From an optimization exercise on the open Yosys and OpenROAD flow, aimed at small area; shortcuts taken in it are not production practice. The RTL was checked by simulation tests, not by an equivalence proof against the original design. Power and IR drop assume default switching activity.

--- flow/config.mk ---
export PLATFORM = sky130hd
export DESIGN_NAME = fmap_core
export DESIGN_NICKNAME = fmap_core
export VERILOG_FILES = /design/flow/design.v
export SDC_FILE = /design/flow/constraint.sdc
export NUM_CORES = 4
export LEC_CHECK = 0
export CAP_MARGIN = 20
export CORE_MARGIN = 2
export CORE_UTILIZATION = 40
export SLEW_MARGIN = 20
--- flow/constraint.sdc ---
create_clock -name core_clock -period 8.0 [get_ports {i_clk}]
set_input_delay 1.6000 -clock core_clock [delete_from_list [all_inputs] [get_ports {i_clk}]]
set_output_delay 1.6000 -clock core_clock [all_outputs]
set_load 0.01 [all_outputs]
--- flow/design.v ---
package fmap_pkg;
	localparam int MAP_DIM    = 8;      
	localparam int PIX_AW     = 6;      
	localparam int NUM_CH     = 32;
	localparam int LOAD_BYTES = 2048;   
	localparam int PIX_W      = 8;
	localparam int SUM_W   = 13;   
	localparam int ACC_W   = 17;   
	localparam int ORG_MAX = MAP_DIM - 2;
	typedef enum logic [3:0] {
		OP_LOAD_MAP    = 4'd0,
		OP_SHIFT_RIGHT = 4'd1,
		OP_SHIFT_LEFT  = 4'd2,
		OP_SHIFT_UP    = 4'd3,
		OP_SHIFT_DOWN  = 4'd4,
		OP_SCALE_DOWN  = 4'd5,
		OP_SCALE_UP    = 4'd6,
		OP_CONV_SHOW   = 4'd7
	} op_mode_e;
	typedef enum logic [2:0] {
		WIN_NONE,
		WIN_RIGHT,
		WIN_LEFT,
		WIN_UP,
		WIN_DOWN,
		WIN_HALF,
		WIN_DOUBLE,
		WIN_DEPTH_MAX
	} win_cmd_e;
	typedef enum logic [1:0] {DEPTH_8, DEPTH_16, DEPTH_32} depth_e;
endpackage
`timescale 1ns/1ps
import fmap_pkg::*;
module op_sequencer (
	input  logic     i_clk,
	input  logic     i_rst_n,
	input  logic     i_op_valid,
	input  logic [3:0] i_op_mode,
	output logic     o_op_ready,
	output logic     o_in_ready,
	output logic     o_load_en,
	input  logic     i_load_done,
	output logic [2:0] o_win_cmd,
	output logic     o_conv_start,
	input  logic     i_conv_done
);
	typedef enum logic [2:0] {S_IDLE, S_FETCH, S_EXEC, S_LOAD, S_CONV} seq_state_e;
	seq_state_e state;
	seq_state_e state_nx;
	always_comb begin
		state_nx     = state;
		o_win_cmd    = WIN_NONE;
		o_conv_start = 1'b0;
		case (state)
			S_IDLE:  state_nx = S_FETCH;
			S_FETCH: state_nx = S_EXEC;
			S_EXEC: begin
				if (i_op_valid) begin
					state_nx = S_FETCH;   
					case (i_op_mode)
						OP_LOAD_MAP: begin
							o_win_cmd = WIN_DEPTH_MAX;   
							state_nx  = S_LOAD;
						end
						OP_SHIFT_RIGHT: o_win_cmd = WIN_RIGHT;
						OP_SHIFT_LEFT:  o_win_cmd = WIN_LEFT;
						OP_SHIFT_UP:    o_win_cmd = WIN_UP;
						OP_SHIFT_DOWN:  o_win_cmd = WIN_DOWN;
						OP_SCALE_DOWN:  o_win_cmd = WIN_HALF;
						OP_SCALE_UP:    o_win_cmd = WIN_DOUBLE;
						OP_CONV_SHOW: begin
							o_conv_start = 1'b1;
							state_nx     = S_CONV;
						end
						default: ;
					endcase
				end
			end
			S_LOAD: if (i_load_done) state_nx = S_FETCH;
			S_CONV: if (i_conv_done) state_nx = S_FETCH;
			default: state_nx = S_IDLE;
		endcase
	end
	always_ff @(posedge i_clk or negedge i_rst_n) begin
		if (!i_rst_n) begin
			state <= S_IDLE;
		end else begin
			state <= state_nx;
		end
	end
	assign o_op_ready = (state == S_EXEC);   
	assign o_load_en  = (state == S_LOAD);
	assign o_in_ready = o_load_en;
endmodule
`timescale 1ns/1ps
import fmap_pkg::*;
module channel_sum_store (
	input  logic             i_clk,
	input  logic             i_rst_n,
	input  logic             i_load_en,
	input  logic             i_in_valid,
	input  logic [PIX_W-1:0] i_in_data,
	output logic             o_load_done,
	input  logic             i_rd_en,
	input  logic [PIX_AW-1:0] i_rd_addr,
	input  logic [1:0]           i_rd_bank,
	output logic [SUM_W-1:0] o_rd_data
);
	logic [$clog2(LOAD_BYTES)-1:0] byte_cnt;
	logic [$clog2(NUM_CH)-1:0]     chan;
	logic [PIX_AW-1:0]             pix;
	logic                          accept;
	logic [SUM_W-1:0]              new_sum;
	logic [SUM_W-1:0] bank_8  [2**PIX_AW];
	logic [SUM_W-1:0] bank_16 [2**PIX_AW];
	logic [SUM_W-1:0] bank_32 [2**PIX_AW];
	assign {chan, pix} = byte_cnt;   
	assign accept      = i_load_en && i_in_valid;
	assign o_load_done = accept && (byte_cnt == LOAD_BYTES - 1);
	assign new_sum = (chan == '0) ? SUM_W'(i_in_data) : bank_32[pix] + SUM_W'(i_in_data);
	always_ff @(posedge i_clk or negedge i_rst_n) begin
		if (!i_rst_n)
			byte_cnt <= '0;
		else if (accept)
			byte_cnt <= byte_cnt + 1'b1;   
	end
	always_ff @(posedge i_clk) begin
		if (accept) begin
			bank_32[pix] <= new_sum;
			if (chan < NUM_CH / 2)
				bank_16[pix] <= new_sum;
			if (chan < NUM_CH / 4)
				bank_8[pix] <= new_sum;
		end
	end
	always_ff @(posedge i_clk) begin
		if (i_rd_en) begin
			case (i_rd_bank)
				DEPTH_8:  o_rd_data <= bank_8[i_rd_addr];
				DEPTH_16: o_rd_data <= bank_16[i_rd_addr];
				default:  o_rd_data <= bank_32[i_rd_addr];
			endcase
		end
	end
endmodule
`timescale 1ns/1ps
import fmap_pkg::*;
module window_state (
	input  logic       i_clk,
	input  logic       i_rst_n,
	input  logic [2:0]   i_win_cmd,
	output logic [2:0] o_org_row,
	output logic [2:0] o_org_col,
	output logic [1:0]     o_depth
);
	always_ff @(posedge i_clk or negedge i_rst_n) begin
		if (!i_rst_n) begin
			o_org_row <= 3'd0;
			o_org_col <= 3'd0;
			o_depth   <= DEPTH_32;
		end else begin
			case (i_win_cmd)
				WIN_RIGHT: begin
					if (o_org_col < ORG_MAX)
						o_org_col <= o_org_col + 3'd1;
				end
				WIN_LEFT: begin
					if (o_org_col != 3'd0)
						o_org_col <= o_org_col - 3'd1;
				end
				WIN_UP: begin
					if (o_org_row != 3'd0)
						o_org_row <= o_org_row - 3'd1;
				end
				WIN_DOWN: begin
					if (o_org_row < ORG_MAX)
						o_org_row <= o_org_row + 3'd1;
				end
				WIN_HALF: begin
					if (o_depth == DEPTH_32)
						o_depth <= DEPTH_16;
					else if (o_depth == DEPTH_16)
						o_depth <= DEPTH_8;   
				end
				WIN_DOUBLE: begin
					if (o_depth == DEPTH_8)
						o_depth <= DEPTH_16;
					else if (o_depth == DEPTH_16)
						o_depth <= DEPTH_32;
				end
				WIN_DEPTH_MAX: o_depth <= DEPTH_32;
				default: ;
			endcase
		end
	end
endmodule
`timescale 1ns/1ps
import fmap_pkg::*;
module conv_engine (
	input  logic             i_clk,
	input  logic             i_rst_n,
	input  logic             i_conv_start,
	input  logic [2:0]       i_org_row,
	input  logic [2:0]       i_org_col,
	input  logic [1:0]           i_depth,
	output logic             o_rd_en,
	output logic [PIX_AW-1:0] o_rd_addr,
	output logic [1:0]           o_rd_bank,
	input  logic [SUM_W-1:0] i_rd_data,
	output logic             o_out_valid,
	output logic [SUM_W-1:0] o_out_data,
	output logic             o_conv_done
);
	typedef enum logic [1:0] {C_IDLE, C_GATHER, C_DRAIN, C_OUT} conv_state_e;
	conv_state_e      state;
	logic [3:0]       step;       
	logic [3:0]       step_d;     
	logic             data_vld;
	logic             data_hit;   
	logic [1:0]       out_idx;
	logic [3:0]       cell_row;
	logic [3:0]       cell_col;
	logic [SUM_W-1:0] px_val;
	logic [2:0]       wgt [4];
	logic [ACC_W-1:0] acc [4];    
	logic [ACC_W-1:0] acc_sel;
	function automatic [1:0] tap(input logic [1:0] pos, input logic [1:0] ctr);
		if (pos == ctr)
			tap = 2'd2;
		else if (pos + 2'd1 == ctr || pos == ctr + 2'd1)
			tap = 2'd1;
		else
			tap = 2'd0;
	endfunction
	assign cell_row = {1'b0, i_org_row} + {2'b00, step[3:2]} - 4'd1;
	assign cell_col = {1'b0, i_org_col} + {2'b00, step[1:0]} - 4'd1;
	assign o_rd_en   = (state == C_GATHER) && !cell_row[3] && !cell_col[3];
	assign o_rd_addr = {cell_row[2:0], cell_col[2:0]};
	assign o_rd_bank = i_depth;
	always_ff @(posedge i_clk or negedge i_rst_n) begin
		if (!i_rst_n) begin
			state    <= C_IDLE;
			step     <= 4'd0;
			step_d   <= 4'd0;
			data_vld <= 1'b0;
			data_hit <= 1'b0;
			out_idx  <= 2'd0;
		end else begin
			step_d   <= step;
			data_vld <= (state == C_GATHER);
			data_hit <= o_rd_en;
			case (state)
				C_IDLE: begin
					if (i_conv_start) begin
						state <= C_GATHER;
						step  <= 4'd0;
					end
				end
				C_GATHER: begin
					step <= step + 4'd1;
					if (step == 4'd15)
						state <= C_DRAIN;   
				end
				C_DRAIN: begin
					state   <= C_OUT;
					out_idx <= 2'd0;
				end
				C_OUT: begin
					out_idx <= out_idx + 2'd1;
					if (out_idx == 2'd3)
						state <= C_IDLE;
				end
				default: state <= C_IDLE;
			endcase
		end
	end
	assign px_val = data_hit ? i_rd_data : '0;
	always_comb begin
		for (int k = 0; k < 4; k++) begin
			wgt[k] = {1'b0, tap(step_d[3:2], 2'(k >> 1) + 2'd1)}
				* {1'b0, tap(step_d[1:0], 2'(k & 1) + 2'd1)};   
		end
	end
	always_ff @(posedge i_clk) begin
		for (int k = 0; k < 4; k++) begin
			if (state == C_IDLE && i_conv_start)
				acc[k] <= '0;
			else if (data_vld)
				acc[k] <= acc[k] + ACC_W'(px_val) * ACC_W'(wgt[k]);
		end
	end
	assign acc_sel     = acc[out_idx];
	assign o_out_data  = acc_sel[ACC_W-1:4] + SUM_W'(acc_sel[3]);
	assign o_out_valid = (state == C_OUT);
	assign o_conv_done = o_out_valid && (out_idx == 2'd3);
endmodule
`timescale 1ns/1ps
import fmap_pkg::*;
module fmap_core (
	input  logic             i_clk,
	input  logic             i_rst_n,
	input  logic             i_op_valid,
	input  logic [3:0]       i_op_mode,
	output logic             o_op_ready,
	input  logic             i_in_valid,
	input  logic [PIX_W-1:0] i_in_data,
	output logic             o_in_ready,
	output logic             o_out_valid,
	output logic [SUM_W-1:0] o_out_data
);
	logic [2:0] win_cmd;
	logic       load_en;
	logic       load_done;
	logic       conv_start;
	logic       conv_done;
	logic [2:0] org_row;
	logic [2:0] org_col;
	logic [1:0] depth;
	logic              rd_en;
	logic [PIX_AW-1:0] rd_addr;
	logic [1:0]        rd_bank;
	logic [SUM_W-1:0]  rd_data;
	op_sequencer u_op_sequencer (
		.i_clk        (i_clk),
		.i_rst_n      (i_rst_n),
		.i_op_valid   (i_op_valid),
		.i_op_mode    (i_op_mode),
		.o_op_ready   (o_op_ready),
		.o_in_ready   (o_in_ready),
		.o_load_en    (load_en),
		.i_load_done  (load_done),
		.o_win_cmd    (win_cmd),
		.o_conv_start (conv_start),
		.i_conv_done  (conv_done)
	);
	channel_sum_store u_channel_sum_store (
		.i_clk       (i_clk),
		.i_rst_n     (i_rst_n),
		.i_load_en   (load_en),
		.i_in_valid  (i_in_valid),
		.i_in_data   (i_in_data),
		.o_load_done (load_done),
		.i_rd_en     (rd_en),
		.i_rd_addr   (rd_addr),
		.i_rd_bank   (rd_bank),
		.o_rd_data   (rd_data)
	);
	window_state u_window_state (
		.i_clk     (i_clk),
		.i_rst_n   (i_rst_n),
		.i_win_cmd (win_cmd),
		.o_org_row (org_row),
		.o_org_col (org_col),
		.o_depth   (depth)
	);
	conv_engine u_conv_engine (
		.i_clk        (i_clk),
		.i_rst_n      (i_rst_n),
		.i_conv_start (conv_start),
		.i_org_row    (org_row),
		.i_org_col    (org_col),
		.i_depth      (depth),
		.o_rd_en      (rd_en),
		.o_rd_addr    (rd_addr),
		.o_rd_bank    (rd_bank),
		.i_rd_data    (rd_data),
		.o_out_valid  (o_out_valid),
		.o_out_data   (o_out_data),
		.o_conv_done  (conv_done)
	);
endmodule
--- flow/run.sh ---
#!/bin/bash
# synth_recipe.tcl (not shown) runs the flow's synth.tcl, then flattens the netlist and writes it again
# the make line also repeats each setting of config.mk as NAME=value (left out here)
make -C /OpenROAD-flow-scripts/flow DESIGN_CONFIG=/design/flow/config.mk WORK_HOME=/design/flow/orfs CLKGATE_MAP_FILE= SYNTH_SCRIPT=/design/flow/synth_recipe.tcl finish
==> summary.txt <==
[through the flow]
stage	util	hold slack (ns)	setup WS [ns]	cell area [um^2]	power [mW]
after floorplan	-	0.4161	0.5891	114000	34.33
after global placement	0.4272	0.4779	1.949	120800	44.53
after detailed placement	0.4274	0.4796	1.946	120900	44.62
after CTS	0.4585	0.4880	1.587	129700	57.27
after global routing	0.4586	0.5168	1.409	129700	59.08
final	0.4587	0.4930	1.715	129700	57.09
[flip-flops by register name, indices dropped and copies added (netlist names)]
signal	count
u_channel_sum_store.bank_16	832
u_window_state.o_org_row	3
u_window_state.o_org_col	3
u_channel_sum_store.bank_32	832
u_conv_engine.step_d	4
u_op_sequencer.state	3
u_channel_sum_store.byte_cnt	11
u_channel_sum_store.o_rd_data	13
u_conv_engine.state	2
u_conv_engine.step	4
u_conv_engine.data_vld	1
u_conv_engine.out_idx	2
u_conv_engine.acc	68
u_window_state.o_depth	2
u_channel_sum_store.bank_8	832
u_conv_engine.data_hit	1
[power by group]
group	switching, mW	internal (mW)
combinational	16.6	11.8
sequential	0.460	15.5
clock	5.39	7.26
total	22.5	34.6
[synthesized netlist by cell type, drive strengths merged, types with 20 or more instances]
cell type  number
o21ai          51
dfrtp          35
a22o           49
nand4          31
a21oi         111
nand2         231
xor2           34
xnor2          97
a211oi         22
mux2i          82
dfxtp          68
nor2          236
a22oi         301
mux4          795
buf           199
a222oi         21
a31oi          56
nor2b          38
ha            156
clkbuf        215
nor3          165
mux2           29
edfxtp       2509
and2           25
a221oi         43
nand3          53
nand2b         20
a41oi          20
inv           155
and3           22
fa             57
a21o           31
[logic make-up (layout without fill, tap and decap cells)]
family	count (synthesis)	count (layout)
AO/OA/AOI/OAI	841	841
XOR/XNOR	131	131
adder cells (fa/ha/maj)	213	213
buffers and inverters	569	950
flip-flops	2613	2613
multiplexers	906	906
other	0	10
AND/OR/NAND/NOR	925	925
[layout make-up]
cell class	instances	area [um^2]	area share
diodes	10	25.02	0.0001929
multi-input cells	3016	35230	0.2716
clock buffers	337	7337	0.05656
repair buffers	301	2765	0.02132
clock inverters	157	1475	0.01137
well taps	3743	4683	0.03611
flip-flops and latches	2613	77620	0.5984
inverters	155	581.8	0.004485
[routing by layer]
metal  routed length, um  up-vias
met5                  69        -
met4               11690       10
met3               31950      641
met2              149500     3587
met1              133000    34170
li1                    -    26058
[worst max-delay path, stage by stage (launching register included)]
cell	delay (ns)
dfrtp_1	0.42
inv_1	0.09
ha_1	0.88
mux2i_1	0.57
ha_1	0.26
ha_1	0.18
nand3_1	0.10
nand3b_1	0.24
nor2_1	0.21
nand3_1	0.11
xnor2_1	0.20
clkdlybuf4s50_1	0.56
[worst paths after layout]
kind / from / endpoint / slack, ns
min in group asynchronous: i_rst_n / u_channel_sum_store.byte_cnt[9]$_DFFE_PN0P_ / 0.84
worst min register to register: u_conv_engine.acc[1][2]$_SDFFE_PP0P_ / u_conv_engine.acc[1][2]$_SDFFE_PP0P_ / 0.49
worst min-delay path: u_conv_engine.acc[1][2]$_SDFFE_PP0P_ / u_conv_engine.acc[1][2]$_SDFFE_PP0P_ / 0.49
worst max-delay path: u_conv_engine.out_idx[0]$_DFFE_PN0P_ / o_out_data[12] / 1.72
max in group asynchronous: i_rst_n / u_channel_sum_store.byte_cnt[1]$_DFFE_PN0P_ / 6.65
worst max register to register: u_channel_sum_store.byte_cnt[2]$_DFFE_PN0P_ / u_channel_sum_store.bank_16[44][12]$_DFFE_PP_ / 1.73
==> flow_summary.yaml <==
outcome:
  outcome: "no timing/DRC/antenna violations"
sta:
  period_minus_slack_ns: 6.285
  finalCritPeriodShare: 0.7856
  worst_slew_pin_slew_ns: 1.167
  hold_viol: 0
  finalSetupViolCount: 0
  rsz0062_at_grt: "false"
  fmax_mhz: 159.1
  clock_skew_ns: 0.06982
  finalMaxSlewViolations: 0
  setup_tns_ns: 0
  max_slew_margin: 0.2145
clock_network:
  clock-sinks: 2613
  post_cts_buffers: 0
  clkTransAtPathRegs_ns: 0.06
  root_buffer: "clkbuf_16"
  clk_path_buf_depth: 4
  h-tree-depth: 5
  cts_tree: "done"
  cts-hold-fix-buffers: 0
  cts_buffers: 279
  post_cts_resized: 0
  clkLatencyLatePin_ns: 0.88
die:
  fp.dieArea_um2: 289200
  start_util: 0.4030
  core_area_um2: 282800
  fp.dieW_um: 537.8
  rows: 195
  die-height_um: 537.8
  pin_count: 32
detailed_routing:
  drt-total-wl_mm: 326.1
  drt-initial-drc-count: 8538
  vias: 64466
  via_per_inst: 6.239
  drc: 0
  antenna_left: 0
  wl_per_cell_um: 31.56
  dr.pass1.iters: 9
yosys:
  synth_warnings: 6
  ys_seq_elements: 2613
  yosysTopAreaCellShare: 0.6611
  syn_avg_cell_area_um2: 18.39
  synthMuxAreaShare: 0.1672
  synthCells: 6198
  async_flop_share: 0.01378
  yosys.area_share.xor_xnor: 0.01007
  synthSimpleGateAreaFrac: 0.03988
  synth-compound-area-share: 0.05384
  ys.flop_type: "edfxtp_1"
  syn-num-nets: 6427
  synth_edf_count: 2509
  synthAdderAreaFrac: 0.02714
  synth_top_family_by_area: "multiplexers"
  netlist_area_um2: 114000
  yosys.area.top_type: "edfxtp_1"
  synth_cell_type_count: 83
  yosys-top-cells-area: "edfxtp_1, mux4_2, a22oi_1"
  yosysSeqAreaShare: 0.6810
worst_setup_path:
  worst_setup_path_start_kind: "flop"
  end_kind: "primary output"
  crit_required_ns: 6.40
  worst-path-max-fanout: 17
  reg2reg_depth: 15
  criticalPathCategory: "reg2out"
  cp.arrival_ns: 4.68
placement:
  io_buffers: 31
  post-place-cells: 9827
  place.gp.congestion: 0.8697
  place_hpwl_mm: 197.8
pwr:
  peakVddDrop_v: 0.0007146
  p_leak_nw: 41.31
  powerDensity_nw_per_um2: 440.1
global_route:
  first_global_vias: 63438
  grtUsageMet3: 0.04858
  grt_max_degree: 193
  grt_usage: 0.2232
  grt_overflow: 0
  grt.busiest_layer: "met2"
  antenna_found_initial: 20
  use_met2: 0.3407
  grtUsageMet1: 0.3174
  grt_pass1_wl_mm: 466.4
layout:
  final_common_cell: "edfxtp_1"
  mostFrequentLayoutCells: "edfxtp_1, mux4_2, a22oi_1, clkbuf_16, buf_4"
  stdcell_count: 10332
  layout.nets: 6595
  n_fill_cell: 23534
  layout-drive-gt1-share: 0.2579
  area_growth_pct: 13.82
worst_hold_path:
  holdCritPathClass: "reg2reg"
  min_path_cells: 2
run:
  drv_cap: 0

==> re-timing with driven ports <==
The results above use ideal ports. As a check the final layout listed here was re-extracted and re-timed, cells and wires unchanged.
Step 1 sets driving cells, clkbuf_16 on the clock port and buf_2 on the other inputs (assumed; they add their load-dependent delay and slew).
Step 2 adds t to the input delays and takes it off the output delays; t is the mean of the earliest and latest rising clock arrival at the registers after step 1. Input paths then give back, and output paths get back, about the clock's delay inside the block.
Slacks: ideal / step 1 / step 2; pairs: ideal / step 1.
t (ns): 0.940
setup WS [ns]: 1.715 / 1.619 / 1.727
hold slack, ns: 0.493 / 0.493 / 0.493
After both steps setup and hold are still met in this run. For this run, drivers alone change the setup slack by -0.096 ns; drivers and shift together by +0.012 ns.
